This design comes from an exercise in tuning for small area, a short achievable clock period and few clock cycles per item on the open sky130 flow, not from production work.
Only simulation tests tie the RTL to the original design; equivalence was not proved.
Power figures rest on the tool's default switching activity, not on a simulated workload.

File: design/flow/run.sh
#!/bin/bash
# synth_recipe.tcl (not shown) runs the flow's synth.tcl, then flattens the netlist and writes it again
# the make line also repeats each setting of config.mk as NAME=value (left out here)
make -C /OpenROAD-flow-scripts/flow DESIGN_CONFIG=/design/flow/config.mk WORK_HOME=/design/flow/orfs CLKGATE_MAP_FILE= SYNTH_SCRIPT=/design/flow/synth_recipe.tcl finish
File: design/flow/config.mk
export PLATFORM = sky130hd
export DESIGN_NAME = sprite_blit_colour_key_clip
export DESIGN_NICKNAME = sprite_blit_colour_key_clip
export VERILOG_FILES = /design/flow/design.v
export SDC_FILE = /design/flow/constraint.sdc
export NUM_CORES = 4
export LEC_CHECK = 0
export CAP_MARGIN = 20
export CORE_MARGIN = 2
export CORE_UTILIZATION = 40
export SETUP_SLACK_MARGIN = 3.5
export SLEW_MARGIN = 20
File: design/flow/constraint.sdc
create_clock -name core_clock -period 7.0 [get_ports {clock}]
set_input_delay 1.4000 -clock core_clock [delete_from_list [all_inputs] [get_ports {clock}]]
set_output_delay 1.4000 -clock core_clock [all_outputs]
set_load 0.01 [all_outputs]
File: design/flow/design.v
module sprite_blit_colour_key_clip (
   input  logic        clock,
   input  logic        reset,
   input  logic        req_tvalid,
   output logic        req_tready,
   input  logic [31:0] req_tdata,
   output logic        rsp_tvalid,
   input  logic        rsp_tready,
   output logic [47:0] rsp_tdata,
   output logic [1:0]  rsp_tuser,
   output logic        rsp_tlast,
   input  logic        csr_we,
   input  logic [2:0]  csr_index,
   input  logic [11:0] csr_wdata
);
   localparam logic [15:0] KEY = 16'hF81F;
   function automatic logic geu(input logic [12:0] a, input logic [12:0] b);
      logic cy;
      cy = 1'b1;
      for (int i = 0; i < 13; i++)
         cy = (a[i] & ~b[i]) | (cy & (a[i] | ~b[i]));
      geu = cy;
   endfunction
   function automatic logic ges(input logic [12:0] a, input logic [12:0] b);
      ges = geu({~a[12], a[11:0]}, {~b[12], b[11:0]});
   endfunction
   logic [9:0]  wm1, hm1;           
   logic [11:0] px, py;             
   logic [1:0]  al, op;
   logic [11:0] sw, sh;             
   logic [12:0] xe;                 
   logic [12:0] rowv;               
   logic [21:0] pb;                 
   logic        off_ff;
   logic [4:0]  ms;                 
   logic        rdy_ff;
   logic [9:0]  c, r;
   logic        hit;
   logic        o_valid, o_we, o_last;
   logic [21:0] o_dest;
   logic [15:0] o_pix;
   function automatic logic [9:0] clamp_s_m1(input logic [10:0] v);
      if (v == 11'd0)      clamp_s_m1 = 10'd0;
      else if (v[10])      clamp_s_m1 = 10'd1023;
      else                 clamp_s_m1 = v[9:0] - 10'd1;
   endfunction
   function automatic logic [11:0] clamp_f(input logic [11:0] v);
      if (v == 12'd0)                 clamp_f = 12'd1;
      else if (v[11] && |v[10:0])     clamp_f = 12'd2048;
      else                            clamp_f = v;
   endfunction
   always_ff @(posedge clock) begin
      if (reset) begin
         wm1 <= 10'd0;
         hm1 <= 10'd0;
         px  <= 12'd0;
         py  <= 12'd0;
         al  <= 2'd0;
         op  <= 2'd0;
         sw  <= 12'd1024;
         sh  <= 12'd768;
      end else if (csr_we) begin
         case (csr_index)
            3'd0: wm1 <= clamp_s_m1(csr_wdata[10:0]);
            3'd1: hm1 <= clamp_s_m1(csr_wdata[10:0]);
            3'd2: px  <= csr_wdata;
            3'd3: py  <= csr_wdata;
            3'd4: al  <= csr_wdata[1:0];
            3'd5: op  <= csr_wdata[1:0];
            3'd6: sw  <= clamp_f(csr_wdata);
            default: sh <= clamp_f(csr_wdata);
         endcase
      end
   end
   logic [12:0] col;
   logic [11:0] dlo;
   logic [21:0] dest;
   logic        colvis, rowvis, vis, first, col_wrap, row_wrap;
   logic        spr_ok, bg_ok, can_out, accept;
   assign col      = xe + {3'b000, c};
   assign colvis   = !col[12] && (col[11:0] < sw);
   assign rowvis   = !rowv[12] && !geu({1'b0, rowv[11:0]}, {1'b0, sh});
   assign vis      = colvis && rowvis;
   assign dlo      = {1'b0, pb[10:0]} + {1'b0, col[10:0]};
   assign dest     = {dlo[11] ? pb[21:11] + 11'd1 : pb[21:11], dlo[10:0]};
   assign first    = (c == 10'd0) && (r == 10'd0);
   assign col_wrap = geu({3'b000, c}, {3'b000, wm1});
   assign row_wrap = geu({3'b000, r}, {3'b000, hm1});
   assign spr_ok   = req_tdata[15:0] != KEY;
   assign bg_ok    = req_tdata[31:16] != KEY;
   assign can_out    = !o_valid || rsp_tready;
   assign req_tready = rdy_ff && can_out;
   assign accept     = req_tvalid && req_tready;
   always_ff @(posedge clock) begin
      if (reset) begin
         c       <= 10'd0;
         r       <= 10'd0;
         hit     <= 1'b0;
         o_valid <= 1'b0;
      end else begin
         if (accept) begin
            o_valid <= 1'b1;
            hit     <= (first ? 1'b0 : hit) |
                       ((op == 2'd3) && vis && spr_ok && bg_ok);
            if (col_wrap) begin
               c <= 10'd0;
               r <= row_wrap ? 10'd0 : r + 10'd1;
            end else begin
               c <= c + 10'd1;
            end
         end else if (rsp_tready) begin
            o_valid <= 1'b0;
         end
      end
   end
   always_ff @(posedge clock) begin
      if (accept) begin
         o_we   <= vis && (op == 2'd2 || (!op[1] && spr_ok));
         o_dest <= vis ? dest : 22'd0;
         o_pix  <= req_tdata[15:0];
         o_last <= col_wrap && row_wrap;
      end
   end
   logic [12:0] xb;
   logic        xci;
   logic [21:0] add_a, add_b, sum;
   logic        add_ci, restart;
   logic [4:0]  ms_n;
   always_comb begin
      xb  = 13'd0;
      xci = 1'b0;
      if (op != 2'd3) begin
         if (al == 2'd1) begin             
            xb  = ~{4'b0000, wm1[9:1]};
            xci = !wm1[0];
         end else if (al == 2'd2) begin    
            xb  = ~{3'b000, wm1};
         end
      end
      add_a  = pb;                         
      add_b  = ~{10'd0, sw};
      add_ci = 1'b1;
      if (ms[4]) begin                     
         add_a  = {pb[20:0], 1'b0};
         add_b  = sw[ms[3:0]] ? {{9{rowv[12]}}, rowv} : 22'd0;
         add_ci = 1'b0;
      end else if (ms[0]) begin            
         add_a  = {{10{py[11]}}, py};
         add_b  = {12'd0, hm1};
         add_ci = 1'b0;
      end else if (ms[1]) begin            
         add_b  = ~{12'd0, r};
      end
      sum = add_a + add_b + {21'd0, add_ci};
      restart = (csr_we && (csr_index == 3'd1 || csr_index == 3'd3 || csr_index == 3'd6)) ||
                (accept && col_wrap && row_wrap);
      if (restart)            ms_n = 5'd1;
      else if (ms == 5'd2)    ms_n = 5'd27;
      else if (ms == 5'd16)   ms_n = 5'd0;
      else if (ms[4])         ms_n = ms - 5'd1;
      else if (ms == 5'd1)    ms_n = 5'd2;
      else                    ms_n = 5'd0;
   end
   always_ff @(posedge clock) begin
      xe     <= {px[11], px} + xb + {12'd0, xci};
      off_ff <= ges(~{3'b000, wm1}, xe) ||                   
                ges(xe, {1'b0, sw}) ||                       
                ges(~{3'b000, hm1}, {py[11], py}) ||         
                ges({py[11], py}, {1'b0, sh});               
      if (ms[4] || ms[0] || (accept && col_wrap && !row_wrap))
         pb <= sum;
      else if (ms[1])
         pb <= 22'd0;
      if (!ms[4] && ms[1])
         rowv <= sum[12:0];
      else if (accept && col_wrap && !row_wrap)
         rowv <= rowv - 13'd1;
   end
   always_ff @(posedge clock) begin
      if (reset) begin
         ms     <= 5'd1;
         rdy_ff <= 1'b0;
      end else begin
         ms     <= ms_n;
         rdy_ff <= ms_n == 5'd0 && !csr_we;
      end
   end
   assign rsp_tvalid = o_valid;
   assign rsp_tdata  = {7'd0, off_ff, hit, o_pix, o_dest, o_we};
   assign rsp_tuser  = {op[1], op[0] && !op[1]};
   assign rsp_tlast  = o_last;
endmodule
==> results.json, run 1 <==
{
  "maxCapViolations": 0,
  "critPathArrivalTime_ns": 4.23,
  "dieHeight_um": 179,
  "die_x_um": 179,
  "critPathCaptureType": "register",
  "wl_met3_mm": 2.35,
  "grt_antenna_before_repair": 1,
  "multi_input_area_um2": 7860,
  "wl_met2_mm": 17.3,
  "power_density_nw_per_um2": 221,
  "crit_family": "compound AO/OA/AOI/OAI gates",
  "nets": 1723,
  "design_area_um2": 15400,
  "max-slew-margin-rel": 0.357,
  "dp_hpwl_mm": 27.6,
  "synth_edf_count": 75,
  "areaGrowthSynthToFinish_pct": 24.9,
  "ff_latch_area_um2": 4560,
  "max-vdd-ir-drop_mv": 0.179,
  "clk_latency_ns": 0.46,
  "dpl_cell_area_um2": 13700,
  "syn_area_um2": 12300,
  "cts_root_buf": "clkbuf_16",
  "synth_ff_type": "dfxtp_1",
  "grt_max_degree": 86,
  "period_needed_ns": 3.92,
  "drt_iter0_drc": 970,
  "clock_skew_ns": 0.0192,
  "clk_pin_slew_ns": 0.08,
  "tightest_slew_ns": 0.964,
  "drcViolationCount": 0,
  "worstPathRequired_ns": 7.31,
  "setup_viol": 0,
  "design.die.area_um2": 32200,
  "yosysSeqAreaShare": 0.368,
  "antenna_left": 0,
  "drive_above_1_share": 0.150,
  "ys_types": 77,
  "cts_tree": "built",
  "cts_buffer_depth": 2,
  "whs_ns": 0.472,
  "syn_inst": 1490,
  "worst_path_max_delay_cell": "fa_2",
  "portBuffers": 97,
  "final_util": 0.505,
  "cts_htree_levels": 4,
  "final_hold_viol_count": 0,
  "worst-path-buf-inv": 3,
  "gr-total-overflow": 0,
  "setup_tns_ns": 0,
  "rsz0062_at_grt": "true",
  "start_kind": "register",
  "numCtsBuffers": 17,
  "cts_sinks": 189,
  "wl_per_cell_um": 19.0,
  "coreArea_um2": 30400,
  "diodes": 0,
  "syn_avg_cell_area_um2": 8.26,
  "nFillCells": 2936,
  "routed.top_layer": "met4",
  "async_flop_share": 0,
  "worstSetupPathType": "reg2reg",
  "run_status": "no timing/DRC/antenna violations",
  "crit_top_cell": "a21o_1",
  "drtPass1Iterations": 5,
  "slew_viol_final": 0,
  "ys_ff_latch": 189,
  "cellLeakagePower_nw": 5.85,
  "yosys_warnings": 1,
  "fin_crit_sh": 0.561,
  "max_freq_mhz": 255,
  "start_util": 0.405,
  "crit_chain": "buf_4 > fa_2 > a21oi_4 > o2111ai_2 > a21o_1 > a21o_1 > a311oi_4 > xnor2_2 > ha_1 > nor2b_4 > o21ai_2 > nand2_2 > a2111oi_4 > o21ai_4 > buf_12 > buf_16 > nor2_1",
  "drt-met1-wl_mm": 17.9,
  "slowest_delay_ns": 0.41,
  "finalWirelength_mm": 38.1,
  "grt_usage": 0.230,
  "grt_pass1_wl_mm": 58.8,
  "finalWeightedCongestion": 0.905,
  "ios": 105,
  "grt_pass1_vias": 10500,
  "routed_via_density": 5.61,
  "worstPathMaxFanout": 6,
  "hold_path.class": "reg2reg",
  "num_vias": 11200,
  "rows": 64
}
-- area by class of cell --
type,instances,area share
clock buffers,18,0.0286
multi-input cells,1141,0.511
clock inverters,14,0.0109
flip-flops and latches,189,0.297
repair buffers,152,0.0978
well taps,396,0.0322
inverters,88,0.0225
repair inverters,1,0.000325
-- cells in the mapped netlist, drive strengths merged (18+ instances only) --
| cell type | instances | area share |
|---|---|---|
| inv | 87 | 0.027 |
| o22ai | 18 | 0.0091 |
| nor2 | 138 | 0.042 |
| xor2 | 36 | 0.026 |
| buf | 19 | 0.0091 |
| nand2 | 223 | 0.068 |
| clkbuf | 59 | 0.018 |
| dfxtp | 114 | 0.19 |
| nor3 | 26 | 0.011 |
| a21oi | 152 | 0.062 |
| ha | 75 | 0.076 |
| nand2b | 27 | 0.014 |
| nand3 | 28 | 0.011 |
| nand4 | 22 | 0.011 |
| xnor2 | 45 | 0.032 |
| edfxtp | 75 | 0.18 |
| o21ai | 60 | 0.024 |
| nor2b | 35 | 0.018 |
| a21o | 21 | 0.013 |
-- power by group --
group / internal, mW / switching [mW] / leakage (nW) / total [mW]
Sequential: 1.26 / 0.140 / 1.68 / 1.40
Clock: 0.495 / 0.523 / 0.296 / 1.02
Combinational: 0.416 / 0.561 / 3.87 / 0.977
-- registers in the layout (all words and copies together), names as in the netlist, 2 cells and up --
signal	cells
o_pix	16
px	12
op	2
sw	12
c	10
al	2
py	12
rowv	13
xe	13
r	10
o_dest	22
sh	12
ms	5
wm1	10
pb	22
hm1	10
-- what timing repair did --
item	in CTS	in global routing
setup buffers	26	20
setup endpoints to repair	109	95
pin swaps	38	39
gates resized for setup	81	83
gates cloned	3	1
hold buffers	0	0
-- path summary, 6_finish.rpt --
kind	startpoint	to	slack [ns]	cells after the start
setup / recovery	c[1]	o_dest[11]	3.08	17
hold / removal	px[9]	px[9]	0.47	2
setup reg to reg	c[1]	o_dest[11]	3.08	17
hold reg to reg	px[9]	px[9]	0.47	2
-- worst min-delay path, delay by kind of cell, from the launching register on --
kind,cells,cell delay (ns)
AO/OA/AOI/OAI,1,0.05
AND/OR/NAND/NOR,1,0.05
flip-flops,1,0.32
-- cell usage in the layout (no fill, tap or decap), types with 19 or more instances in the layout --
| cell | Yosys | layout |
|---|---|---|
| a21o_1 | 21 | 20 |
| a21oi_1 | 152 | 134 |
| buf_4 | 11 | 44 |
| clkdlybuf4s50_1 | 0 | 94 |
| dfxtp_1 | 114 | 103 |
| edfxtp_1 | 75 | 75 |
| ha_1 | 75 | 64 |
| inv_1 | 87 | 85 |
| nand2_1 | 223 | 215 |
| nand2b_1 | 27 | 26 |
| nand3_1 | 28 | 27 |
| nand4_1 | 22 | 22 |
| nor2_1 | 138 | 117 |
| nor2_4 | 0 | 19 |
| nor2b_1 | 35 | 32 |
| nor3_1 | 26 | 21 |
| o21ai_0 | 59 | 46 |
| xnor2_1 | 45 | 41 |
| xor2_1 | 36 | 32 |
-- routing by layer --
layer	up-vias	track usage
met5	-	0
met4	0	0.0602
met3	35	0.0389
met2	362	0.358
met1	5363	0.331
li1	5445	-
-- cells by family (layout without fill, tap and decap cells) --
group                      Yosys count  count (layout)  share of synthesized area
and+or+nand+nor                    569             569                      0.215
AOI/OAI and AO/OA                  365             365                      0.185
DFF                                189             189                      0.368
buffers and inverters              166             273                     0.0541
adders and majority gates           98              98                      0.101
xor gates and xnor gates            81              81                     0.0576
muxes                               21              21                     0.0193
other                                1               7                   0.000305
-- stage by stage --
stage               std cells  setup WS (ns)  power [mW]
finish                   1999           3.08        3.40
global route             1999           2.90        3.56
CTS                      1978           3.08        3.32
detailed placement       1917           2.28        2.23
global placement         1917           2.37        2.22
floorplan                1496           2.95        1.96
Testbench counts, summed over its fixed seeds: cycles 42,848, items 40,504.
==> inputs of run 2 (changes only) <==
--- a/design/flow/config.mk
+++ b/design/flow/config.mk
@@ -8,5 +8,4 @@
 export CAP_MARGIN = 20
 export CORE_MARGIN = 2
 export CORE_UTILIZATION = 40
-export SETUP_SLACK_MARGIN = 3.5
 export SLEW_MARGIN = 20
==> run 2 against run 1 <==
Sequential power barely moved. Synthesized cell count did not move. Fmax fell by 25%. Cell count fell by 2.5%. Die area did not move. Critical path type unchanged. Still clean. Clock-buffer cell count did not move. Non-clock buffer count fell by 49. Largest cell class unchanged. Sequential cell count did not move.
==> results.json, run 2 <==
{
  "grt_max_degree": 86,
  "num_vias": 10900,
  "worstPathMaxFanout": 30,
  "postCtsSetupRepairBufs": 0,
  "ff2ff_setup_slack_ns": 1.74,
  "finalWeightedCongestion": 0.936,
  "cts_hold_buf": 0,
  "synth_top_area_frac": 0.185,
  "synth_area_leaders": "dfxtp_1 19%, edfxtp_1 18%, ha_1 7.6%",
  "design_area_um2": 14100,
  "clock_skew_ns": 0.0109,
  "wl_per_cell_um": 18.0,
  "critPathCaptureType": "register",
  "design.die.area_um2": 32200,
  "tightest_slew_ns": 1.03,
  "final_util": 0.463,
  "rsz0062_at_grt": "false",
  "gr-total-overflow": 0,
  "slew_viol_final": 0,
  "worstPathRequired_ns": 7.20,
  "syn_inst": 1490,
  "maxCapViolations": 0,
  "die_x_um": 179,
  "rows": 64,
  "r2r_start": "ms[1]",
  "internal-power_mw": 2.06,
  "critPathArrivalTime_ns": 5.46,
  "power.switching_mw": 1.07,
  "yosysMostFrequentCell": "nand2_1",
  "setup_viol": 0,
  "startpoint": "ms[1]",
  "final_hold_viol_count": 0,
  "cts_buffer_depth": 2,
  "fin_crit_sh": 0.751,
  "max-vdd-ir-drop_mv": 0.133,
  "drcViolationCount": 0,
  "antenna_left": 0,
  "dpl_cell_area_um2": 13500,
  "seq_power_share": 0.445,
  "ys_types": 77,
  "worstSetupPathType": "reg2reg",
  "cts_sinks": 189,
  "yosys_warnings": 1,
  "reg2reg_depth": 18,
  "async_flop_share": 0,
  "period_needed_ns": 5.26,
  "yosys-top-cells-count": "223 x nand2_1, 152 x a21oi_1, 138 x nor2_1, 114 x dfxtp_1, 87 x inv_1",
  "max-slew-margin-rel": 0.311,
  "grt_pass1_vias": 9952,
  "multi_input_area_um2": 7160,
  "clk_pin_slew_ns": 0.08,
  "post-synth-top-area-cell": "dfxtp_1",
  "setup_tns_ns": 0,
  "hold_path.class": "reg2reg",
  "yosysSeqAreaShare": 0.368,
  "cts_root_buf": "clkbuf_16",
  "ff_latch_area_um2": 4540,
  "pwr-share-clk": 0.307,
  "max_freq_mhz": 190,
  "portBuffers": 97,
  "dieHeight_um": 179,
  "p_sw_frac": 0.343,
  "nets": 1673,
  "numCtsBuffers": 17,
  "crit_path_end": "pb[20]",
  "drive_above_1_share": 0.0464,
  "drtPass1Iterations": 5,
  "ios": 105,
  "start_util": 0.405,
  "finalWirelength_mm": 35.2,
  "run_status": "no timing/DRC/antenna violations",
  "areaGrowthSynthToFinish_pct": 14.4,
  "synth_ff_type": "dfxtp_1",
  "drt_iter0_drc": 918,
  "final_common_cell": "nand2_1",
  "clk_latency_ns": 0.44,
  "power_density_nw_per_um2": 223,
  "syn_avg_cell_area_um2": 8.26,
  "synth_edf_count": 75,
  "dp_hpwl_mm": 27.0,
  "routed_via_density": 5.58,
  "largestRegisters": "o_dest (22), pb (22), o_pix (16)",
  "cellLeakagePower_nw": 5.41,
  "start_kind": "register",
  "syn_area_um2": 12300,
  "grt_usage": 0.216,
  "diodes": 0,
  "grt_pass1_wl_mm": 55.4,
  "nFillCells": 3020,
  "cts_resized": 0,
  "r2r-end": "pb[20]",
  "grt_antenna_before_repair": 1,
  "final_cell_mix": "223 x nand2_1, 152 x a21oi_1, 138 x nor2_1",
  "ys_ff_latch": 189,
  "cts_htree_levels": 4,
  "combPwrFrac": 0.249,
  "coreArea_um2": 30400,
  "cts_tree": "built"
}
-- run 2: worst min path at each step --
stage                     depth (start not counted)    from      to  slack (ns)
after CTS                                         2   sw[3]   sw[3]        0.47
after global routing                              2   px[9]   px[9]        0.50
after global placement                            2  px[11]  px[11]        0.45
after floorplan                                   2  px[10]  px[10]        0.44
after detailed placement                          2   px[7]   px[7]        0.46
final                                             2  px[10]  px[10]        0.47
-- run 2: cell type report --
| type | instances | area share |
|---|---|---|
| Clock buffer | 18 | 0.0305 |
| Clock inverter | 14 | 0.00950 |
| Inverter | 88 | 0.0234 |
| Multi-Input combinational cell | 1141 | 0.508 |
| Timing Repair Buffer | 103 | 0.0717 |
| Sequential cell | 189 | 0.322 |
| Tap cell | 396 | 0.0352 |
-- run 2: power by group through the flow --
stage	combinational [mW]	sequential, mW	clock (mW)
after global placement	0.759	1.41	0
after CTS	0.774	1.39	0.967
after global routing	0.872	1.41	1.02
after floorplan	0.584	1.35	0
after detailed placement	0.769	1.42	0
final	0.780	1.39	0.962
-- run 2: worst max-delay path, stage by stage, from the launching register on --
cell,delay [ns]
dfxtp_1,0.94
mux4_2,0.42
nand2_1,0.08
a21oi_1,0.06
a21oi_1,0.14
buf_4,0.20
o22ai_1,0.10
fa_1,0.43
inv_1,0.09
fa_1,0.21
nor2b_1,0.06
o21a_1,0.17
o21ai_0,0.33
a21boi_0,0.19
o21ai_0,0.37
a31oi_1,0.20
or3_1,0.42
a41oi_1,0.24
mux2_2,0.35
-- run 2: cell families after synthesis --
kind of cell             count (synthesis)  synth area share
buffers and inverters                  166            0.0541
AND/OR/NAND/NOR                        569             0.215
XOR/XNOR                                81            0.0576
multiplexers                            21            0.0193
flip-flops                             189             0.368
other                                    1          0.000305
AO/OA/AOI/OAI                          365             0.185
adder cells (fa/ha/maj)                 98             0.101
-- run 2: per-layer routing --
layer / GRT usage / share of wire
met1: 0.323 / 0.50
met5: 0 / 0
met2: 0.324 / 0.42
met3: 0.0278 / 0.060
met4: 0.0602 / 0.018
-- run 2: metrics by stage --
step	instances	setup WS [ns]	power [mW]	hold slack (ns)
2_1_floorplan	1496	2.21	1.94	0.441
3_3_place_gp	1917	1.97	2.17	0.454
3_5_place_dp	1917	1.87	2.18	0.458
4_1_cts	1949	1.84	3.13	0.471
5_1_grt	1949	1.39	3.30	0.504
6_report	1949	1.74	3.14	0.468
==> inputs of run 3 (changes only) <==
--- a/design/flow/design.v
+++ b/design/flow/design.v
@@ -29,11 +29,14 @@
    logic [1:0]  al, op;
    logic [11:0] sw, sh;             
    logic [12:0] xe;                 
+   logic [12:0] colv;               
    logic [12:0] rowv;               
    logic [21:0] pb;                 
    logic        off_ff;
    logic [4:0]  ms;                 
-   logic        rdy_ff;
+   logic        rdy_ff, wr_ff;
+   logic        s_valid, s_bgok;
+   logic [15:0] s_pix;
    logic [9:0]  c, r;
    logic        hit;
    logic        o_valid, o_we, o_last;
@@ -72,25 +75,29 @@
          endcase
       end
    end
-   logic [12:0] col;
+   logic [9:0]  c_n;
    logic [11:0] dlo;
    logic [21:0] dest;
    logic        colvis, rowvis, vis, first, col_wrap, row_wrap;
-   logic        spr_ok, bg_ok, can_out, accept;
-   assign col      = xe + {3'b000, c};
-   assign colvis   = !col[12] && (col[11:0] < sw);
+   logic        spr_ok, bg_ok, can_out, in_acc, accept, s_valid_n;
+   logic [15:0] pix;
+   assign colvis   = !colv[12] && (colv[11:0] < sw);
    assign rowvis   = !rowv[12] && !geu({1'b0, rowv[11:0]}, {1'b0, sh});
    assign vis      = colvis && rowvis;
-   assign dlo      = {1'b0, pb[10:0]} + {1'b0, col[10:0]};
+   assign dlo      = {1'b0, pb[10:0]} + {1'b0, colv[10:0]};
    assign dest     = {dlo[11] ? pb[21:11] + 11'd1 : pb[21:11], dlo[10:0]};
    assign first    = (c == 10'd0) && (r == 10'd0);
    assign col_wrap = geu({3'b000, c}, {3'b000, wm1});
    assign row_wrap = geu({3'b000, r}, {3'b000, hm1});
-   assign spr_ok   = req_tdata[15:0] != KEY;
-   assign bg_ok    = req_tdata[31:16] != KEY;
+   assign pix      = s_valid ? s_pix : req_tdata[15:0];
+   assign spr_ok   = pix != KEY;
+   assign bg_ok    = s_valid ? s_bgok : req_tdata[31:16] != KEY;
    assign can_out    = !o_valid || rsp_tready;
-   assign req_tready = rdy_ff && can_out;
-   assign accept     = req_tvalid && req_tready;
+   assign req_tready = rdy_ff;
+   assign in_acc     = req_tvalid && rdy_ff;
+   assign accept     = can_out && (s_valid ? ms == 5'd0 : in_acc);
+   assign s_valid_n  = s_valid ? !accept : in_acc && !accept;
+   assign c_n        = !accept ? c : col_wrap ? 10'd0 : c + 10'd1;
    always_ff @(posedge clock) begin
       if (reset) begin
          c       <= 10'd0;
@@ -102,12 +109,9 @@
             o_valid <= 1'b1;
             hit     <= (first ? 1'b0 : hit) |
                        ((op == 2'd3) && vis && spr_ok && bg_ok);
-            if (col_wrap) begin
-               c <= 10'd0;
+            c <= c_n;
+            if (col_wrap)
                r <= row_wrap ? 10'd0 : r + 10'd1;
-            end else begin
-               c <= c + 10'd1;
-            end
          end else if (rsp_tready) begin
             o_valid <= 1'b0;
          end
@@ -117,7 +121,7 @@
       if (accept) begin
          o_we   <= vis && (op == 2'd2 || (!op[1] && spr_ok));
          o_dest <= vis ? dest : 22'd0;
-         o_pix  <= req_tdata[15:0];
+         o_pix  <= pix;
          o_last <= col_wrap && row_wrap;
       end
    end
@@ -126,6 +130,7 @@
    logic [21:0] add_a, add_b, sum;
    logic        add_ci, restart;
    logic [4:0]  ms_n;
+   logic        mbit;
    always_comb begin
       xb  = 13'd0;
       xci = 1'b0;
@@ -142,7 +147,7 @@
       add_ci = 1'b1;
       if (ms[4]) begin                     
          add_a  = {pb[20:0], 1'b0};
-         add_b  = sw[ms[3:0]] ? {{9{rowv[12]}}, rowv} : 22'd0;
+         add_b  = mbit ? {{9{rowv[12]}}, rowv} : 22'd0;
          add_ci = 1'b0;
       end else if (ms[0]) begin            
          add_a  = {{10{py[11]}}, py};
@@ -163,6 +168,12 @@
    end
    always_ff @(posedge clock) begin
       xe     <= {px[11], px} + xb + {12'd0, xci};
+      colv   <= !accept ? xe + {3'b000, c} : col_wrap ? xe : colv + 13'd1;
+      if (in_acc && !accept) begin
+         s_pix  <= req_tdata[15:0];
+         s_bgok <= req_tdata[31:16] != KEY;
+      end
+      mbit   <= sw[ms_n[3:0]];
       off_ff <= ges(~{3'b000, wm1}, xe) ||                   
                 ges(xe, {1'b0, sw}) ||                       
                 ges(~{3'b000, hm1}, {py[11], py}) ||         
@@ -180,9 +191,13 @@
       if (reset) begin
          ms     <= 5'd1;
          rdy_ff <= 1'b0;
+         wr_ff  <= 1'b0;
+         s_valid <= 1'b0;
       end else begin
          ms     <= ms_n;
-         rdy_ff <= ms_n == 5'd0 && !csr_we;
+         wr_ff  <= csr_we;
+         s_valid <= s_valid_n;
+         rdy_ff <= ms_n == 5'd0 && !csr_we && !wr_ff && !s_valid_n;
       end
    end
    assign rsp_tvalid = o_valid;
--- a/design/flow/config.mk
+++ b/design/flow/config.mk
@@ -8,4 +8,5 @@
 export CAP_MARGIN = 20
 export CORE_MARGIN = 2
 export CORE_UTILIZATION = 40
+export SETUP_SLACK_MARGIN = 4.0
 export SLEW_MARGIN = 20
==> run 3 against run 2 <==
Clock skew is 0.00086 ns lower. Cell area increased by 22%. Via count is 15% higher. Global-route usage increased by 0.73 points. Largest cell class unchanged.
==> results.json, run 3 <==
{
  "synth_area_leaders": "edfxtp_1 20%, dfxtp_1 19%, ha_1 6.8%",
  "muxShareOfSynthArea": 0.0279,
  "power_density_nw_per_um2": 235,
  "synth_xor_area_frac": 0.0576,
  "coreArea_um2": 34500,
  "ys_ff_latch": 222,
  "cts_root_buf": "clkbuf_16",
  "cts_htree_levels": 1,
  "synth_top_area_frac": 0.198,
  "clk_pin_slew_ns": 0.07,
  "synth_top_family_by_area": "simple AND/OR/NAND/NOR gates",
  "cts_tree": "built",
  "syn_avg_cell_area_um2": 8.34,
  "final_common_cell": "nand2_1",
  "place_ws_ns": 2.34,
  "grt_max_degree": 85,
  "cts_hold_buf": 0,
  "worstPathMaxFanout": 6,
  "drcViolationCount": 0,
  "maxCapViolations": 0,
  "rsz0062_at_grt": "true",
  "worstPathRequired_ns": 7.26,
  "portBuffers": 97,
  "synth_fa_ha_area_frac": 0.0835,
  "synth_edf_count": 92,
  "setup_ws_ns": 3.66,
  "yosysMostFrequentCell": "nand2_1",
  "yosys-top-cells-count": "236 x nand2_1, 194 x nor2_1, 156 x a21oi_1, 130 x dfxtp_1, 92 x edfxtp_1",
  "synth-simple-area-share": 0.217,
  "grt_pass1_wl_mm": 63.7,
  "ios": 105,
  "numCtsBuffers": 26,
  "final_hold_viol_count": 0,
  "p_total_mw": 4.04,
  "cts_sinks": 222,
  "syn_area_um2": 14000,
  "syn_inst": 1676,
  "start_kind": "register",
  "holdCritStartpoint": "sh[3]",
  "ff2ff_setup_slack_ns": 3.66,
  "critPathCaptureType": "register",
  "async_flop_share": 0,
  "finalWirelength_mm": 42.1,
  "wl_per_cell_um": 18.5,
  "rows": 68,
  "dp_hpwl_mm": 29.6,
  "grt_pass1_vias": 11600,
  "synth_compound_area_frac": 0.179,
  "design_area_um2": 17200,
  "clock_skew_ns": 0.0100,
  "fin_crit_sh": 0.477,
  "startpoint": "ms[0]",
  "num_vias": 12500,
  "gr-total-overflow": 0,
  "hold_path.class": "reg2reg",
  "setup_viol": 0,
  "post-synth-top-area-cell": "edfxtp_1",
  "dpl_cell_area_um2": 15300,
  "r2r_start": "ms[0]",
  "grt_usage": 0.223,
  "final_util": 0.498,
  "yosys_warnings": 1,
  "drive_above_1_share": 0.140,
  "dieHeight_um": 191,
  "cts_buffer_depth": 3,
  "whs_ns": 0.458,
  "drtPass1Iterations": 5,
  "final_cell_mix": "230 x nand2_1, 189 x nor2_1, 134 x a21oi_1",
  "nFillCells": 3290,
  "max_freq_mhz": 299,
  "routed_via_density": 5.51,
  "synth_ff_type": "dfxtp_1",
  "ys_types": 82,
  "max-vdd-ir-drop_mv": 0.215,
  "design.die.area_um2": 36500,
  "clk_latency_ns": 0.54,
  "die_x_um": 191,
  "cellLeakagePower_nw": 6.58,
  "critPathArrivalTime_ns": 3.60,
  "run_status": "no timing/DRC/antenna violations",
  "grt_antenna_before_repair": 0,
  "finalWeightedCongestion": 0.853,
  "yosysSeqAreaShare": 0.384,
  "setup_tns_ns": 0,
  "largestRegisters": "o_dest (22), pb (22)",
  "tightest_slew_ns": 0.949,
  "diodes": 0,
  "start_util": 0.406,
  "dp_cells": 2152,
  "areaGrowthSynthToFinish_pct": 22.8,
  "slew_viol_final": 0,
  "max-slew-margin-rel": 0.367,
  "antenna_left": 0,
  "nets": 1931,
  "drt_iter0_drc": 899,
  "fin_cells": 2271,
  "period_needed_ns": 3.34,
  "worstSetupPathType": "reg2reg"
}
run 3: final cells by class:
type | count | area (um2) | area share
repair inverters | 1 | 8.76 | 0.000510
inverters | 86 | 344 | 0.0200
clock buffers | 35 | 766 | 0.0446
multi-input cells | 1291 | 8440 | 0.492
well taps | 455 | 569 | 0.0332
clock inverters | 12 | 90.1 | 0.00525
repair buffers | 169 | 1550 | 0.0901
flip-flops and latches | 222 | 5400 | 0.314
run 3: routing by layer:
| layer | track usage | part of all wire |
|---|---|---|
| met1 | 0.317 | 0.47 |
| met2 | 0.343 | 0.42 |
| met3 | 0.0371 | 0.073 |
| met4 | 0.0727 | 0.031 |
| met5 | 0 | 0 |
run 3: worst max-delay path, stage by stage (launching register included):
cell      delay [ns]
dfxtp_4         0.45
mux2i_1         0.23
nor2_1          0.08
fa_2            0.40
inv_2           0.06
fa_2            0.19
nor2b_1         0.05
o21ai_1         0.16
a21boi_1        0.12
o41a_1          0.37
buf_4           0.16
buf_6           0.12
a21oi_4         0.13
buf_4           0.12
nor2b_4         0.14
xor2_2          0.20
o21ai_1         0.08
run 3: logic make-up (layout without fill, tap and decap cells):
kind of cell    Yosys count  in the layout
simple gates            659            661
xor+xnor                 92             92
other cells               1              7
flops                   222            222
compound gates          402            403
mux                      37             37
fa+ha+maj                91             91
buf+inv                 172            303
run 3: repair_timing:
action,4_1_cts,5_1_grt
buffers inserted,39,29
hold endpoints to repair,0,0
gates resized for setup,99,57
cloned,3,1
pin swaps,37,40
endpoints found under the setup margin,170,84
run 3: final timing paths:
check,end,cells after the start
max,rowv[10],16
min,sh[3],2
max reg2reg,rowv[10],16
min reg2reg,sh[3],2
run 3: where the power goes:
part	leakage [nW]	switching, mW	internal (mW)
clock	0.428	0.547	0.799
sequential	1.96	0.162	1.49
combinational	4.19	0.583	0.464
Testbench counts of run 3, summed over its fixed seeds: cycles 43,016, items 40,504.
==> inputs of run 4 (changes only) <==
--- a/design/flow/design.v
+++ b/design/flow/design.v
@@ -39,6 +39,7 @@
    logic [15:0] s_pix;
    logic [9:0]  c, r;
    logic        hit;
+   logic        cw_ff, rw_ff;       
    logic        o_valid, o_we, o_last;
    logic [21:0] o_dest;
    logic [15:0] o_pix;
@@ -87,8 +88,8 @@
    assign dlo      = {1'b0, pb[10:0]} + {1'b0, colv[10:0]};
    assign dest     = {dlo[11] ? pb[21:11] + 11'd1 : pb[21:11], dlo[10:0]};
    assign first    = (c == 10'd0) && (r == 10'd0);
-   assign col_wrap = geu({3'b000, c}, {3'b000, wm1});
-   assign row_wrap = geu({3'b000, r}, {3'b000, hm1});
+   assign col_wrap = cw_ff;
+   assign row_wrap = rw_ff;
    assign pix      = s_valid ? s_pix : req_tdata[15:0];
    assign spr_ok   = pix != KEY;
    assign bg_ok    = s_valid ? s_bgok : req_tdata[31:16] != KEY;
@@ -169,6 +170,18 @@
    always_ff @(posedge clock) begin
       xe     <= {px[11], px} + xb + {12'd0, xci};
       colv   <= !accept ? xe + {3'b000, c} : col_wrap ? xe : colv + 13'd1;
+      if (!accept)
+         cw_ff <= geu({3'b000, c}, {3'b000, wm1});
+      else if (cw_ff)
+         cw_ff <= wm1 == 10'd0;
+      else
+         cw_ff <= geu({2'b00, c + 11'd1}, {3'b000, wm1});
+      if (!accept || !cw_ff)
+         rw_ff <= geu({3'b000, r}, {3'b000, hm1});
+      else if (rw_ff)
+         rw_ff <= hm1 == 10'd0;
+      else
+         rw_ff <= geu({2'b00, r + 11'd1}, {3'b000, hm1});
       if (in_acc && !accept) begin
          s_pix  <= req_tdata[15:0];
          s_bgok <= req_tdata[31:16] != KEY;
==> run 4 against run 3 <==
Still clean on timing, DRC and antenna. First-iteration DRC count grew 35%. Fmax shrank 5.2%. Total power grew 3.5%. Non-clock buffer count shrank 5. Combinational power grew 4%. Via count grew 5.9%. Sequential power grew 2%. Clock-buffer cell count shrank 2. Clock skew shrank 0.00098 ns. Cell area grew 4.6%. Synthesized cell count grew 4.7%. Largest cell class unchanged. Largest power group unchanged.
==> results.json, run 4 <==
{
  "design.die.area_um2": 38100,
  "yosys_warnings": 1,
  "fin_crit_sh": 0.503,
  "ys_types": 90,
  "grt_antenna_before_repair": 0,
  "worstPathRequired_ns": 7.29,
  "cellLeakagePower_nw": 6.74,
  "coreArea_um2": 36300,
  "worst_path_max_delay_cell": "or4b_4",
  "run_status": "no timing/DRC/antenna violations",
  "syn_inst": 1755,
  "grt_pass1_wl_mm": 69.8,
  "ios": 105,
  "portBuffers": 97,
  "power_density_nw_per_um2": 233,
  "clk_pin_slew_ns": 0.06,
  "synth_top_area_frac": 0.189,
  "crit_family": "compound AO/OA/AOI/OAI gates",
  "fin_cells": 2344,
  "p_total_mw": 4.18,
  "max-vdd-ir-drop_mv": 0.222,
  "worstPathMaxFanout": 14,
  "nFillCells": 3436,
  "post-synth-top-area-cell": "edfxtp_1",
  "crit_chain": "buf_8 > buf_12 > mux2i_1 > o21ai_0 > ha_2 > nor4_4 > o21ai_2 > a32o_2 > or4b_4 > a311oi_4 > a21oi_2 > xnor2_1 > and2_1",
  "setup_ws_ns": 3.48,
  "grt_max_degree": 100,
  "cts_root_buf": "clkbuf_16",
  "hold_path.class": "reg2reg",
  "cts_buffer_depth": 3,
  "diodes": 0,
  "rows": 70,
  "start_util": 0.403,
  "grt_usage": 0.230,
  "dieHeight_um": 195,
  "syn_area_um2": 14600,
  "cts_sinks": 224,
  "synth_area_leaders": "edfxtp_1 19%, dfxtp_1 18%, ha_1 6.6%",
  "wl_met3_mm": 3.48,
  "clock_skew_ns": 0.00903,
  "drive_above_1_share": 0.144,
  "numCtsBuffers": 26,
  "finalWeightedCongestion": 0.926,
  "synth_ff_type": "dfxtp_1",
  "cts_htree_levels": 1,
  "tightest_slew_ns": 1.10,
  "max_freq_mhz": 284,
  "clk_latency_ns": 0.54,
  "routed_via_density": 5.65,
  "final_cell_mix": "235 x nand2_1, 161 x nor2_1, 153 x a21oi_1",
  "synth_edf_count": 92,
  "largestRegisters": "o_dest (22), pb (22)",
  "slowest_delay_ns": 0.51,
  "setup_viol": 0,
  "gr-total-overflow": 0,
  "yosysMostFrequentCell": "nand2_1",
  "critPathArrivalTime_ns": 3.81,
  "maxCapViolations": 0,
  "final_util": 0.494,
  "cts_tree": "built",
  "critPathCaptureType": "register",
  "wl_per_cell_um": 19.3,
  "worstSetupPathType": "reg2reg",
  "drcViolationCount": 0,
  "ys_ff_latch": 224,
  "finalWirelength_mm": 45.2,
  "setup_tns_ns": 0,
  "dp_hpwl_mm": 31.9,
  "nets": 1991,
  "slew_viol_final": 0,
  "async_flop_share": 0,
  "max-slew-margin-rel": 0.266,
  "grt_pass1_vias": 12200,
  "syn_avg_cell_area_um2": 8.34,
  "areaGrowthSynthToFinish_pct": 22.6,
  "yosys-top-cells-count": "240 x nand2_1, 170 x nor2_1, 168 x a21oi_1, 132 x dfxtp_1, 92 x edfxtp_1",
  "drt-met1-wl_mm": 20.9,
  "rsz0062_at_grt": "true",
  "die_x_um": 195,
  "drt_iter0_drc": 1211,
  "final_hold_viol_count": 0,
  "antenna_left": 0,
  "routed.top_layer": "met4",
  "worst-path-buf-inv": 2,
  "drtPass1Iterations": 7,
  "num_vias": 13200,
  "dp_cells": 2235,
  "place_ws_ns": 2.58,
  "period_needed_ns": 3.52,
  "wl_met2_mm": 19.7,
  "yosysSeqAreaShare": 0.369,
  "final_common_cell": "nand2_1",
  "start_kind": "register"
}
## run 4: final cells by class
class	count	area, um2	share of cell area
inverter	93	373	0.0208
multi-input combinational	1347	9000	0.501
clock buffer	33	719	0.0401
tap	468	586	0.0326
clock inverter	15	156	0.00871
timing repair buffer	164	1670	0.0930
sequential	224	5450	0.304
## run 4: cell families (layout without fill, tap and decap cells)
logic type,after synthesis,after routing,share of synthesized area
and+or+nand+nor,662,664,0.212
AOI/OAI and AO/OA,427,428,0.181
DFF,224,224,0.369
buffers and inverters,193,305,0.0565
adders and majority gates,115,115,0.0964
xor gates and xnor gates,87,87,0.0521
muxes,46,46,0.0329
other,1,7,0.000256
## run 4: where the power goes
group | total, mW | switching (mW) | internal (mW)
Sequential | 1.69 | 0.186 | 1.50
Combinational | 1.09 | 0.599 | 0.494
Clock | 1.40 | 0.565 | 0.838
## run 4: worst paths after layout
path	endpoint	startpoint	slack, ns	cells after the start
worst min register to register	px[10]	px[10]	0.46	2
worst max register to register	pb[21]	ms[0]	3.48	13
worst min-delay path	px[10]	px[10]	0.46	2
worst max-delay path	pb[21]	ms[0]	3.48	13
## run 4: per-stage QoR
| step | area (um2) | hold slack (ns) |
|---|---|---|
| after floorplan | 15000 | 0.441 |
| after global placement | 16000 | 0.451 |
| after detailed placement | 16000 | 0.452 |
| after CTS | 17600 | 0.463 |
| after global routing | 18000 | 0.482 |
| final | 18000 | 0.464 |
## run 4: worst min-delay path, delay by kind of cell, from the launching register on
family             cells  cell delay, ns
DFF                    1            0.31
and+or+nand+nor        1            0.05
AOI/OAI and AO/OA      1            0.05
## run 4: routing by layer
metal / GRT usage / vias to the layer above
li1: - / 6422
met3: 0.0420 / 74
met4: 0.0585 / 0
met1: 0.328 / 6271
met2: 0.360 / 481
met5: 0 / -
## run 4: timing repair
item / CTS / global route
pin swaps: 27 / 37
hold endpoints to repair: 0 / 0
setup endpoints to repair: 218 / 99
setup buffers: 28 / 26
hold buffers: 0 / 0
gates resized for setup: 105 / 52
cloned: 5 / 2
Testbench counts of run 4, summed over its fixed seeds: cycles 43,016, items 40,504.
==> inputs of run 5 (changes only) <==
--- a/design/flow/design.v
+++ b/design/flow/design.v
@@ -131,32 +131,21 @@
    logic [21:0] add_a, add_b, sum;
    logic        add_ci, restart;
    logic [4:0]  ms_n;
-   logic        mbit;
+   logic        m_i, m_1, m_2, m_h, m_hb;    
+   logic        sel_c, sel_e;                
+   logic        off_x, off_y, wr2_ff;
    always_comb begin
-      xb  = 13'd0;
-      xci = 1'b0;
-      if (op != 2'd3) begin
-         if (al == 2'd1) begin             
-            xb  = ~{4'b0000, wm1[9:1]};
-            xci = !wm1[0];
-         end else if (al == 2'd2) begin    
-            xb  = ~{3'b000, wm1};
-         end
-      end
-      add_a  = pb;                         
-      add_b  = ~{10'd0, sw};
-      add_ci = 1'b1;
-      if (ms[4]) begin                     
-         add_a  = {pb[20:0], 1'b0};
-         add_b  = mbit ? {{9{rowv[12]}}, rowv} : 22'd0;
-         add_ci = 1'b0;
-      end else if (ms[0]) begin            
-         add_a  = {{10{py[11]}}, py};
-         add_b  = {12'd0, hm1};
-         add_ci = 1'b0;
-      end else if (ms[1]) begin            
-         add_b  = ~{12'd0, r};
-      end
+      xb  = ({13{sel_c}} & ~{4'b0000, wm1[9:1]}) |
+            ({13{sel_e}} & ~{3'b000, wm1});
+      xci = sel_c && !wm1[0];
+      add_a  = ({22{m_h}} & {pb[20:0], 1'b0}) |
+               ({22{m_1}} & {{10{py[11]}}, py}) |
+               ({22{!m_h && !m_1}} & pb);
+      add_b  = ({22{m_i}} & ~{10'd0, sw}) |
+               ({22{m_1}} & {12'd0, hm1}) |
+               ({22{m_2}} & ~{12'd0, r}) |
+               ({22{m_hb}} & {{9{rowv[12]}}, rowv});
+      add_ci = m_i || m_2;
       sum = add_a + add_b + {21'd0, add_ci};
       restart = (csr_we && (csr_index == 3'd1 || csr_index == 3'd3 || csr_index == 3'd6)) ||
                 (accept && col_wrap && row_wrap);
@@ -186,16 +175,18 @@
          s_pix  <= req_tdata[15:0];
          s_bgok <= req_tdata[31:16] != KEY;
       end
-      mbit   <= sw[ms_n[3:0]];
-      off_ff <= ges(~{3'b000, wm1}, xe) ||                   
-                ges(xe, {1'b0, sw}) ||                       
-                ges(~{3'b000, hm1}, {py[11], py}) ||         
+      sel_c  <= op != 2'd3 && al == 2'd1;
+      sel_e  <= op != 2'd3 && al == 2'd2;
+      off_x  <= ges(~{3'b000, wm1}, xe) ||                   
+                ges(xe, {1'b0, sw});                         
+      off_y  <= ges(~{3'b000, hm1}, {py[11], py}) ||         
                 ges({py[11], py}, {1'b0, sh});               
-      if (ms[4] || ms[0] || (accept && col_wrap && !row_wrap))
+      off_ff <= off_x || off_y;
+      if (m_h || m_1 || (accept && col_wrap && !row_wrap))
          pb <= sum;
-      else if (ms[1])
+      else if (m_2)
          pb <= 22'd0;
-      if (!ms[4] && ms[1])
+      if (m_2)
          rowv <= sum[12:0];
       else if (accept && col_wrap && !row_wrap)
          rowv <= rowv - 13'd1;
@@ -203,14 +194,26 @@
    always_ff @(posedge clock) begin
       if (reset) begin
          ms     <= 5'd1;
+         m_i    <= 1'b0;
+         m_1    <= 1'b1;
+         m_2    <= 1'b0;
+         m_h    <= 1'b0;
+         m_hb   <= 1'b0;
          rdy_ff <= 1'b0;
          wr_ff  <= 1'b0;
+         wr2_ff <= 1'b0;
          s_valid <= 1'b0;
       end else begin
          ms     <= ms_n;
+         m_i    <= ms_n == 5'd0;
+         m_1    <= ms_n == 5'd1;
+         m_2    <= ms_n == 5'd2;
+         m_h    <= ms_n[4];
+         m_hb   <= ms_n[4] && sw[ms_n[3:0]];
          wr_ff  <= csr_we;
+         wr2_ff <= wr_ff;
          s_valid <= s_valid_n;
-         rdy_ff <= ms_n == 5'd0 && !csr_we && !wr_ff && !s_valid_n;
+         rdy_ff <= ms_n == 5'd0 && !csr_we && !wr_ff && !wr2_ff && !s_valid_n;
       end
    end
    assign rsp_tvalid = o_valid;
==> run 5 against run 4 <==
Die area is 1.0% lower. Non-clock buffer count stayed put. Clock-buffer cell count is 3 higher. Via count is 0.87% lower. Area after synthesis is 1.0% lower. Utilization is 0.81 points higher. Critical endpoint is now pb[20]. Largest cell class unchanged. Highest routed layer unchanged.
==> results.json, run 5 <==
{
  "run_status": "no timing/DRC/antenna violations",
  "cts_buffer_depth": 3,
  "setup_viol": 0,
  "grt_pass1_wl_mm": 68.8,
  "largestRegisters": "o_dest (22), pb (22)",
  "drive_above_1_share": 0.141,
  "setup_ws_ns": 3.53,
  "nFillCells": 3384,
  "cts_htree_levels": 1,
  "grt_max_degree": 71,
  "synth_edf_count": 92,
  "gr-total-overflow": 0,
  "slew_viol_final": 0,
  "yosysMostFrequentCell": "nand2_1",
  "setup_tns_ns": 0,
  "final_hold_viol_count": 0,
  "cts_tree": "built",
  "areaGrowthSynthToFinish_pct": 23.5,
  "synth_top_area_frac": 0.193,
  "seq_power_share": 0.382,
  "yosys-top-cells-count": "218 x nand2_1, 153 x a21oi_1, 151 x nor2_1, 140 x dfxtp_1, 93 x inv_1",
  "power.switching_mw": 1.44,
  "p_total_mw": 4.55,
  "start_kind": "register",
  "fin_cells": 2296,
  "dp_hpwl_mm": 30.9,
  "diodes": 0,
  "ios": 105,
  "worstPathRequired_ns": 7.29,
  "multi_input_area_um2": 8620,
  "ys_types": 79,
  "clk_pin_slew_ns": 0.06,
  "final_common_cell": "nand2_1",
  "combPwrFrac": 0.268,
  "syn_area_um2": 14500,
  "ff_latch_area_um2": 5620,
  "grt_usage": 0.230,
  "max-vdd-ir-drop_mv": 0.173,
  "dp_cells": 2180,
  "post-synth-top-area-cell": "dfxtp_1",
  "die_x_um": 194,
  "place_ws_ns": 2.36,
  "r2r-end": "pb[20]",
  "drt_iter0_drc": 1153,
  "nets": 1945,
  "drcViolationCount": 0,
  "drtPass1Iterations": 26,
  "cts_root_buf": "clkbuf_16",
  "wl_per_cell_um": 19.6,
  "drt-met1-wl_mm": 20.8,
  "reg2reg_depth": 13,
  "final_cell_mix": "215 x nand2_1, 145 x a21oi_1, 143 x nor2_1",
  "start_util": 0.406,
  "crit_path_end": "pb[20]",
  "finalWeightedCongestion": 0.933,
  "maxCapViolations": 0,
  "ff2ff_setup_slack_ns": 3.53,
  "critPathArrivalTime_ns": 3.76,
  "max-slew-margin-rel": 0.228,
  "synth_ff_type": "dfxtp_1",
  "rsz0062_at_grt": "true",
  "syn_inst": 1697,
  "p_sw_frac": 0.317,
  "tightest_slew_ns": 1.16,
  "grt_pass1_vias": 12000,
  "portBuffers": 97,
  "worstPathMaxFanout": 3,
  "fin_crit_sh": 0.495,
  "numCtsBuffers": 28,
  "clock_skew_ns": 0.0153,
  "wl_met3_mm": 3.67,
  "ys_ff_latch": 232,
  "rows": 69,
  "design_area_um2": 17900,
  "pwr-share-clk": 0.349,
  "routed.top_layer": "met4",
  "syn_avg_cell_area_um2": 8.54,
  "synth_area_leaders": "dfxtp_1 19%, edfxtp_1 19%, ha_1 6.4%",
  "grt_antenna_before_repair": 0,
  "finalWirelength_mm": 45.1,
  "wl_met2_mm": 19.6,
  "design.die.area_um2": 37800,
  "cellLeakagePower_nw": 6.68,
  "routed_via_density": 5.72,
  "num_vias": 13100,
  "critPathCaptureType": "register",
  "hold_path.class": "reg2reg",
  "period_needed_ns": 3.47,
  "dpl_cell_area_um2": 15800,
  "worstSetupPathType": "reg2reg",
  "internal-power_mw": 3.11,
  "r2r_start": "m_2",
  "power_density_nw_per_um2": 254,
  "max_freq_mhz": 288,
  "cts_sinks": 232,
  "yosys_warnings": 1,
  "clk_latency_ns": 0.55,
  "startpoint": "m_2",
  "antenna_left": 0,
  "async_flop_share": 0,
  "coreArea_um2": 35700,
  "dieHeight_um": 194,
  "yosysSeqAreaShare": 0.384
}
[run 5: cell types whose count changed after synthesis, moves of 8 or more]
| cell | previous run | this run |
|---|---|---|
| dfxtp_1 | 132 | 140 |
| nor2_1 | 170 | 151 |
| nand2b_1 | 35 | 46 |
| nand2_1 | 240 | 218 |
| a22oi_1 | 3 | 15 |
| a221o_1 | 3 | 22 |
| clkbuf_1 | 75 | 63 |
| o22ai_1 | 3 | 12 |
| mux2i_1 | 29 | 12 |
| a21oi_1 | 168 | 153 |
| inv_1 | 84 | 93 |
| a21boi_0 | 1 | 11 |
| o21ai_1 | 33 | 5 |
[run 5: routing by layer]
layer | GRT usage | vias to the layer above
met2 | 0.353 | 530
met5 | 0 | -
met3 | 0.0349 | 62
met4 | 0.0570 | 0
li1 | - | 6307
met1 | 0.337 | 6234
[run 5: cells by family after synthesis]
family,count (synthesis),synth area share
mux,31,0.0238
other cells,1,0.000259
fa+ha+maj,114,0.0966
compound gates,412,0.181
flops,232,0.384
buf+inv,185,0.0518
simple gates,635,0.210
xor+xnor,87,0.0526
[run 5: worst max-delay path, stage by stage, from the launching register on]
cell and delay (ns):
dfxtp_4 0.36, buf_12 0.13, a221o_1 0.35, fa_2 0.37
fa_2 0.35, a21o_1 0.18, a21oi_2 0.17, o211a_1 0.26
o31ai_4 0.08, a41o_1 0.23, a211oi_2 0.21, nor2_2 0.07
nor4bb_1 0.12, or3_1 0.32
[run 5: worst min-delay path by stage]
| stage | start | endpoint | slack, ns | cells past startpoint |
|---|---|---|---|---|
| 6_report | al[1] | sel_c | 0.44 | 1 |
| 5_1_grt | al[1] | sel_c | 0.45 | 1 |
| 4_1_cts | al[1] | sel_c | 0.44 | 1 |
| 3_3_place_gp | al[1] | sel_c | 0.42 | 1 |
| 2_1_floorplan | off_x | off_ff | 0.39 | 1 |
| 3_5_place_dp | al[1] | sel_c | 0.43 | 1 |
[run 5: power by group through the flow]
stage | clock network (mW) | logic [mW] | registers, mW
3_5_place_dp | 0 | 0.990 | 1.76
4_1_cts | 1.62 | 1.12 | 1.73
2_1_floorplan | 0 | 0.774 | 1.67
3_3_place_gp | 0 | 0.976 | 1.76
5_1_grt | 1.67 | 1.34 | 1.75
6_report | 1.59 | 1.22 | 1.74
[run 5: repair_timing]
action	in CTS	in global routing
setup buffers	30	24
hold buffers	0	0
cloned	7	3
endpoints found under the setup margin	223	107
resized for setup	76	72
pin swaps	36	44
[run 5: cell type report]
| class | instances | area share |
|---|---|---|
| Multi-Input combinational cell | 1291 | 0.482 |
| Sequential cell | 232 | 0.314 |
| Timing Repair Buffer | 164 | 0.0949 |
| Clock buffer | 36 | 0.0443 |
| Tap cell | 461 | 0.0322 |
| Inverter | 96 | 0.0207 |
| Clock inverter | 16 | 0.0123 |
[run 5: per-stage QoR]
step	hold slack, ns	utilization
after floorplan	0.389	-
after global placement	0.423	0.444
after detailed placement	0.431	0.444
after CTS	0.438	0.490
after global routing	0.449	0.502
final	0.440	0.502
Testbench counts of run 5, summed over its fixed seeds: cycles 43,016, items 40,504.
==> inputs of run 6 (changes only) <==
--- a/design/flow/design.v
+++ b/design/flow/design.v
@@ -39,7 +39,6 @@
    logic [15:0] s_pix;
    logic [9:0]  c, r;
    logic        hit;
-   logic        cw_ff, rw_ff;       
    logic        o_valid, o_we, o_last;
    logic [21:0] o_dest;
    logic [15:0] o_pix;
@@ -88,8 +87,8 @@
    assign dlo      = {1'b0, pb[10:0]} + {1'b0, colv[10:0]};
    assign dest     = {dlo[11] ? pb[21:11] + 11'd1 : pb[21:11], dlo[10:0]};
    assign first    = (c == 10'd0) && (r == 10'd0);
-   assign col_wrap = cw_ff;
-   assign row_wrap = rw_ff;
+   assign col_wrap = geu({3'b000, c}, {3'b000, wm1});
+   assign row_wrap = geu({3'b000, r}, {3'b000, hm1});
    assign pix      = s_valid ? s_pix : req_tdata[15:0];
    assign spr_ok   = pix != KEY;
    assign bg_ok    = s_valid ? s_bgok : req_tdata[31:16] != KEY;
@@ -159,18 +158,6 @@
    always_ff @(posedge clock) begin
       xe     <= {px[11], px} + xb + {12'd0, xci};
       colv   <= !accept ? xe + {3'b000, c} : col_wrap ? xe : colv + 13'd1;
-      if (!accept)
-         cw_ff <= geu({3'b000, c}, {3'b000, wm1});
-      else if (cw_ff)
-         cw_ff <= wm1 == 10'd0;
-      else
-         cw_ff <= geu({2'b00, c + 11'd1}, {3'b000, wm1});
-      if (!accept || !cw_ff)
-         rw_ff <= geu({3'b000, r}, {3'b000, hm1});
-      else if (rw_ff)
-         rw_ff <= hm1 == 10'd0;
-      else
-         rw_ff <= geu({2'b00, r + 11'd1}, {3'b000, hm1});
       if (in_acc && !accept) begin
          s_pix  <= req_tdata[15:0];
          s_bgok <= req_tdata[31:16] != KEY;
==> run 6 against run 5 <==
Hold slack worse by 0.014 ns. Area after synthesis is 3.7% lower. Sequential cell count shrank 2. Cell count down 3.7%. Synthesized cell count decreased by 4.5%. Non-clock buffer count down 9. First-iteration DRC count fell by 7.2%. Total power fell by 7.5%. Register-to-register slack better by 0.03 ns. Largest power group unchanged.
==> results.json, run 6 <==
{
  "power_density_nw_per_um2": 246,
  "synth_fa_ha_area_frac": 0.0888,
  "syn_inst": 1620,
  "rsz0062_at_grt": "true",
  "cts_sinks": 230,
  "clock_skew_ns": 0.0232,
  "yosysSeqAreaShare": 0.396,
  "drive_above_1_share": 0.133,
  "nFillCells": 3224,
  "ys_types": 81,
  "worst-path-buf-inv": 2,
  "gr-total-overflow": 0,
  "setup_viol": 0,
  "final_common_cell": "nand2_1",
  "largestRegisters": "o_dest (22), pb (22)",
  "dieHeight_um": 191,
  "syn_area_um2": 14000,
  "start_kind": "register",
  "worstSetupPathDepth": 14,
  "finalWeightedCongestion": 0.914,
  "portBuffers": 97,
  "wl_per_cell_um": 18.6,
  "routed_via_density": 5.60,
  "synth_top_family_by_area": "simple AND/OR/NAND/NOR gates",
  "numCtsBuffers": 26,
  "setup_tns_ns": 0,
  "p_total_mw": 4.21,
  "crit_chain": "buf_8 > a22o_1 > fa_2 > fa_2 > a21o_1 > a21oi_2 > o21bai_1 > a31o_2 > a211oi_4 > buf_6 > o211ai_1 > a21oi_1 > xnor2_1 > nor2_1",
  "synth-simple-area-share": 0.202,
  "fin_cells": 2212,
  "drcViolationCount": 0,
  "yosysMostFrequentCell": "nand2_1",
  "cts_htree_levels": 1,
  "place_ws_ns": 2.67,
  "muxShareOfSynthArea": 0.0204,
  "synth_ff_type": "dfxtp_1",
  "grt_antenna_before_repair": 0,
  "design.die.area_um2": 36400,
  "fin_crit_sh": 0.492,
  "synth_compound_area_frac": 0.189,
  "grt_usage": 0.222,
  "dp_hpwl_mm": 30.0,
  "dp_cells": 2110,
  "ios": 105,
  "worstPathRequired_ns": 7.30,
  "hold_path.class": "reg2reg",
  "max-slew-margin-rel": 0.373,
  "drtPass1Iterations": 7,
  "coreArea_um2": 34500,
  "setup_ws_ns": 3.56,
  "critPathArrivalTime_ns": 3.74,
  "worstPathMaxFanout": 6,
  "synth_xor_area_frac": 0.0533,
  "hold_path_end": "off_ff",
  "r2r_start": "m_1",
  "clk_latency_ns": 0.55,
  "worst_path_max_delay_cell": "fa_2",
  "ys_ff_latch": 230,
  "max-vdd-ir-drop_mv": 0.160,
  "grt_pass1_vias": 11600,
  "r2r-end": "pb[16]",
  "synth_top_area_frac": 0.198,
  "worstSetupPathType": "reg2reg",
  "antenna_left": 0,
  "yosys-top-cells-count": "226 x nand2_1, 138 x dfxtp_1, 135 x a21oi_1, 133 x nor2_1, 99 x inv_1",
  "num_vias": 12400,
  "final_cell_mix": "221 x nand2_1, 129 x nor2_1, 124 x a21oi_1",
  "cts_hold_buf": 0,
  "dpl_cell_area_um2": 15300,
  "critPathCaptureType": "register",
  "drt_iter0_drc": 1070,
  "whs_ns": 0.426,
  "reg2reg_depth": 14,
  "rows": 68,
  "crit_top_cell": "fa_2",
  "ff_latch_area_um2": 5560,
  "clk_pin_slew_ns": 0.07,
  "run_status": "no timing/DRC/antenna violations",
  "synth_area_leaders": "dfxtp_1 20%, edfxtp_1 20%, ha_1 6.6%",
  "yosys_warnings": 1,
  "post-synth-top-area-cell": "dfxtp_1",
  "die_x_um": 191,
  "nets": 1869,
  "ff2ff_setup_slack_ns": 3.56,
  "syn_avg_cell_area_um2": 8.61,
  "holdCritStartpoint": "off_y",
  "async_flop_share": 0,
  "crit_family": "compound AO/OA/AOI/OAI gates",
  "cellLeakagePower_nw": 6.34,
  "final_hold_viol_count": 0,
  "min_path_cells": 1,
  "cts_buffer_depth": 3,
  "finalWirelength_mm": 41.2,
  "maxCapViolations": 0,
  "cts_root_buf": "clkbuf_16",
  "multi_input_area_um2": 8200,
  "synth_edf_count": 92,
  "start_util": 0.405,
  "final_util": 0.496,
  "grt_max_degree": 86,
  "tightest_slew_ns": 0.940,
  "slew_viol_final": 0,
  "slowest_delay_ns": 0.40,
  "diodes": 0,
  "cts_tree": "built",
  "grt_pass1_wl_mm": 63.6,
  "max_freq_mhz": 291,
  "areaGrowthSynthToFinish_pct": 22.4,
  "period_needed_ns": 3.44,
  "design_area_um2": 17100
}
run 6: cell types whose count changed in the layout (fill, tap and decap cells not counted), moves of 8 or more:
cell	previous run	this run
a21oi_1	145	124
maj3_1	23	7
nor3_1	28	43
o21ai_0	61	46
nor2_1	143	129
nand2b_1	38	27
o21bai_1	1	9
run 6: kinds of logic (layout without fill, tap and decap cells):
family,Yosys count,count (layout)
muxes,25,25
buffers and inverters,176,306
DFF,230,230
other,1,7
AOI/OAI and AO/OA,402,402
and+or+nand+nor,603,604
xor gates and xnor gates,85,85
adders and majority gates,98,98
run 6: timing repair:
action,4_1_cts,5_1_grt
setup buffers,36,16
cloned,1,1
endpoints found under the setup margin,181,124
endpoints found under the hold margin,0,0
pin swaps,36,28
gates resized for setup,63,74
run 6: worst max-delay path by stage:
stage	start	end	slack (ns)
after detailed placement	req_tvalid	r[6]	2.67
after floorplan	m_h	pb[20]	3.64
after CTS	m_1	pb[20]	3.61
final	m_1	pb[16]	3.56
after global routing	m_1	pb[14]	3.49
after global placement	req_tvalid	r[6]	2.71
run 6: metal layers:
layer	up-vias	GRT usage	wire (um)
met5	-	0	0
met4	0	0.0748	1490
met3	90	0.0296	3050
met2	473	0.344	17500
met1	5772	0.317	19200
li1	6054	-	-
run 6: layout make-up:
type	instances	share of cell area
multi-input cells	1221	0.480
flip-flops and latches	230	0.325
repair buffers	155	0.0891
clock buffers	37	0.0441
well taps	455	0.0333
inverters	103	0.0233
clock inverters	11	0.00535
run 6: report_power, final:
group	total, mW	leakage (nW)	internal (mW)	switching (mW)
clock network	1.35	0.407	0.786	0.563
logic	1.15	3.96	0.518	0.637
registers	1.71	1.97	1.54	0.168
Testbench counts of run 6, summed over its fixed seeds: cycles 43,016, items 40,504.

[afterwards: timing with drivers on the ports]
No port has a modelled driver above. Below, the same layouts with a new extraction and two added sets of constraints. Step 1 assumes that a clkbuf_16 drives the clock port and a buf_2 every other input. Step 2, shift: input delay + t, output delay - t, t = (earliest + latest rising clock arrival at the registers) / 2. This alone moves slack from input paths to output paths. Three values: ideal ports, drivers, drivers and shift; two values: the first two.
run | t, ns | slack for setup (ns) | hold WS [ns] | latest minus earliest clock arrival (ns)
run 1 | 0.498 | 3.075 / 3.075 / 3.075 | 0.472 / 0.472 / 0.472 | 0.019 / 0.019
run 2 | 0.493 | 1.742 / 1.742 / 1.742 | 0.468 / 0.468 / 0.468 | 0.012 / 0.012
run 3 | 0.585 | 3.661 / 3.661 / 3.547 | 0.458 / 0.458 / 0.458 | 0.011 / 0.010
run 4 | 0.587 | 3.479 / 3.479 / 3.208 | 0.464 / 0.464 / 0.464 | 0.009 / 0.009
run 5 | 0.598 | 3.533 / 3.533 / 3.424 | 0.440 / 0.440 / 0.440 | 0.018 / 0.018
run 6 | 0.584 | 3.558 / 3.558 / 3.513 | 0.426 / 0.426 / 0.426 | 0.024 / 0.024
After both steps setup and hold are still met in every run listed. For run 4, which loses most, drivers alone change the setup slack by 0.000 ns; drivers and shift together by -0.271 ns.
